Source: an optimization exercise on an open RTL-to-GDS flow (aim: small area). Production flows keep margins and buffers that such runs may drop.
Only simulation tests tie the RTL to the original design; equivalence was not proved.
The flow treats the clock pin as an ideal source, which a real chip does not have.
Power is estimated from default activity; no workload was simulated.

## icape2_responder
module icape2_responder #(
    parameter logic [31:0] IDCODE   = 32'h0362D093,
    parameter int unsigned READ_LAT = 3
) (
    input  logic        i_clk,
    input  logic        i_reset,
    input  logic        i_csib,
    input  logic        i_rdwrb,
    input  logic [31:0] i_data,
    output logic [31:0] o_data,
    output logic        o_synced,
    output logic        o_iprog,
    output logic [31:0] o_wbstar,
    output logic        o_err
);
export LEC_CHECK = 0
export CAP_MARGIN = 5
export CORE_MARGIN = 2
export CORE_UTILIZATION = 65
export PLACE_DENSITY = 0.75
export SLEW_MARGIN = 5
export SYNTH_HIERARCHICAL = 1
export SYNTH_MINIMUM_KEEP_SIZE = 0
create_clock -name core_clock -period 10.0 [get_ports {i_clk}]
standard.sh (not shown) runs the stock make flow with config.mk's settings and CLKGATE_MAP_FILE= SYNTH_SCRIPT=/design/flow/synth_recipe.tcl, a recipe that flattens the netlist after the stock synthesis.
==> flow/flow/run.sh <==
#!/bin/bash
# Layout flow: the standard ORFS flow (standard.sh, which also runs the
# standard synthesis script) with
#  - ABC's final mapping run with more area recovery and without its
#    buffering and upsizing passes (abc.script replaces abc_speed.script in
#    a copy of the ORFS scripts folder); the registers are mapped before
#    ABC runs, so they are the standard synthesis's;
#  - a lighter clock tree: no dummy loads, small clusters of clkbuf_4, and
#    clock buffers upsized afterwards only where a flip-flop clock pin's
#    slew is above target (post_cts.tcl);
#  - buf_2 port buffers.
set -euo pipefail
here=$(pwd)
rm -rf "$here/orfs_scripts"
cp -r "$FLOW_HOME/scripts" "$here/orfs_scripts"
cp "$here/flow/abc.script" "$here/orfs_scripts/abc_speed.script"
cts_args="-sink_clustering_enable -repair_clock_nets -dont_use_dummy_load"
cts_args+=" -buf_list sky130_fd_sc_hd__clkbuf_4"
cts_args+=" -sink_clustering_size 10 -sink_clustering_max_diameter 50"
bash standard.sh \
  "SCRIPTS_DIR=$here/orfs_scripts" \
  "CTS_ARGS=$cts_args" \
  "POST_CTS_TCL=$here/flow/post_cts.tcl" \
  "BUFFER_PORTS_ARGS=-buffer_cell sky130_fd_sc_hd__buf_2" \
  finish > "$here/orfs_flow.log" 2>&1
==> flow/flow/abc.script <==
&get -n
&st
&dch
&nf
&st
&syn2
&if -g -K 6
&synch2
&nf
&st
&syn2
&if -g -K 6
&synch2
&nf
&st
&syn2
&if -g -K 6
&synch2
&nf
&st
&syn2
&if -g -K 6
&synch2
&nf
&st
&syn2
&if -g -K 6
&synch2
&nf -R 1000
&put
topo
stime -c
dnsize -c
==> flow/flow/post_cts.tcl <==
# Upsize clock buffers whose flip-flop clock pins see a slew above the
# target, then legalise the placement again.
set clk_slew_target 0.100
set clk_sizes {sky130_fd_sc_hd__clkbuf_1 sky130_fd_sc_hd__clkbuf_2 sky130_fd_sc_hd__clkbuf_4 sky130_fd_sc_hd__clkbuf_8 sky130_fd_sc_hd__clkbuf_16}
estimate_parasitics -placement
for {set iter 0} {$iter < 6} {incr iter} {
  set bad [dict create]
  set worst 0
  foreach p [get_pins -hierarchical */CLK] {
    set s [expr max([get_property $p slew_max_rise], [get_property $p slew_max_fall])]
    if {$s > $worst} { set worst $s }
    if {$s > $clk_slew_target} {
      set net [get_nets -of_objects $p]
      foreach d [get_pins -of_objects $net -filter "direction==output"] {
        dict set bad [get_full_name [get_cells -of_objects $d]] 1
      }
    }
  }
  puts "post_cts: pass $iter worst clock pin slew $worst, [dict size $bad] drivers to upsize"
  if {[dict size $bad] == 0} { break }
  set changed 0
  foreach name [dict keys $bad] {
    set inst [get_cells $name]
    set ref [get_property $inst ref_name]
    set i [lsearch $clk_sizes $ref]
    if {$i >= 0 && $i < [llength $clk_sizes] - 1} {
      replace_cell $inst [lindex $clk_sizes [expr $i + 1]]
      incr changed
    }
  }
  if {$changed == 0} { break }
  estimate_parasitics -placement
}
detailed_placement
check_placement -verbose
The first run passed the timing, DRC and antenna checks.
Then changed:
--- a/flow/flow/run.sh
+++ b/flow/flow/run.sh
@@ -24 +24 @@
-  "BUFFER_PORTS_ARGS=-buffer_cell sky130_fd_sc_hd__buf_2" \
+  "BUFFER_PORTS_ARGS=-buffer_cell sky130_fd_sc_hd__buf_1" \
--- a/flow/flow/post_cts.tcl
+++ b/flow/flow/post_cts.tcl
@@ -3 +3 @@
-set clk_slew_target 0.100
+set clk_slew_target 0.103
CAP_MARGIN = 20   (was 5)
SLEW_MARGIN = 20   (was 5)
Outcome: Non-clock buffer count goes up by 3. Cell count barely changes. Sequential share of layout area rose by 0.56 points. Via count falls slightly. Sequential cell count stays the same. Total power decreases slightly. Utilization fell by 0.60 points.
Then changed:
GPL_TIMING_DRIVEN = 0   (was default)
Effect:
- global-route usage rises by 1.7 points
- cell count grows by 0.65%
- clock power hardly moves
- setup slack loses 260 ps
- cell area is higher by 4.3%
- power is higher by 0.84%
- via count rises by 3.1%
- utilization climbs by 3.1 points
- non-clock buffer count went up by 23
- worst hold slack improves by 9.5 ps
Then changed:
--- a/flow/flow/run.sh
+++ b/flow/flow/run.sh
@@ -4 +4 @@
-#  - ABC's final mapping run with more area recovery and without its
+#  - ABC mapping with choice computation and more area recovery, without its
@@ -11 +11 @@
-#  - buf_2 port buffers.
+#  - buf_1 port buffers.
==> flow/flow/abc.script (replaced) <==
&get -n
&st
&dch -f
&nf -R 1000
&put
&get -n
&st
&dch -f
&nf -R 1000
&put
topo
stime -c
dnsize -c
GPL_TIMING_DRIVEN = default   (was 0)
=> Routed wire length goes down by about 8%; flip-flop and latch count stays the same; non-clock buffer count goes up by 9; final cell count goes up by about 1.3%.
Then changed:
--- a/flow/flow/run.sh
+++ b/flow/flow/run.sh
@@ -4 +4 @@
-#  - ABC mapping with choice computation and more area recovery, without its
+#  - ABC's final mapping run with more area recovery and without its
@@ -11 +11 @@
-#  - buf_1 port buffers.
+#  - buf_2 port buffers.
==> flow/flow/abc.script (replaced) <==
&get -n
&st
&dch
&nf
&st
&syn2
&if -g -K 6
&synch2
&nf
&st
&syn2
&if -g -K 6
&synch2
&nf
&st
&syn2
&if -g -K 6
&synch2
&nf
&st
&syn2
&if -g -K 6
&synch2
&nf
&st
&syn2
&if -g -K 6
&synch2
&nf -R 1000
&put
topo
stime -c
dnsize -c
--- a/flow/flow/post_cts.tcl
+++ b/flow/flow/post_cts.tcl
@@ -3 +3 @@
-set clk_slew_target 0.103
+set clk_slew_target 0.105
CORE_UTILIZATION = 40   (was 65)
PLACE_DENSITY = default   (was 0.75)
What happened: The changed run finished with timing, DRC and antenna clean. Worst setup slack is better by 870 ps. Combinational power falls by about 34%. Routed wire length rises by about 10%. Total power falls by 3.3%. Clock power rises by about 5%. Via count falls by about 3.7%.

==> re-timing with driven ports <==
The results above use ideal ports. As a check the final layouts listed here were re-extracted and re-timed, cells and wires unchanged. Step 1 sets driving cells, clkbuf_16 on the clock port and buf_2 on the other inputs (assumed; they add their load-dependent delay and slew). Step 2, shift: input delay + t, output delay - t, t = (earliest + latest rising clock arrival at the registers) / 2. This alone moves slack from input paths to output paths. Three values: no drivers, after step 1, after step 2; two values: the first two.
run	shift t [ns]	slack for setup (ns)	cell pins on the clock port's net
the first run	0.961	3.391 / 3.426 / 2.465	1
the second run	0.951	3.176 / 3.211 / 2.260	1
the third run	0.926	2.919 / 2.951 / 2.025	1
the fourth run	0.947	2.294 / 2.330 / 1.383	1
the fifth run	0.954	3.162 / 3.136 / 2.183	1
After both steps setup and hold are still met in every run listed. The setup slack of the fifth run, which loses most, moves by -0.026 ns with the drivers and by -0.979 ns with both steps.
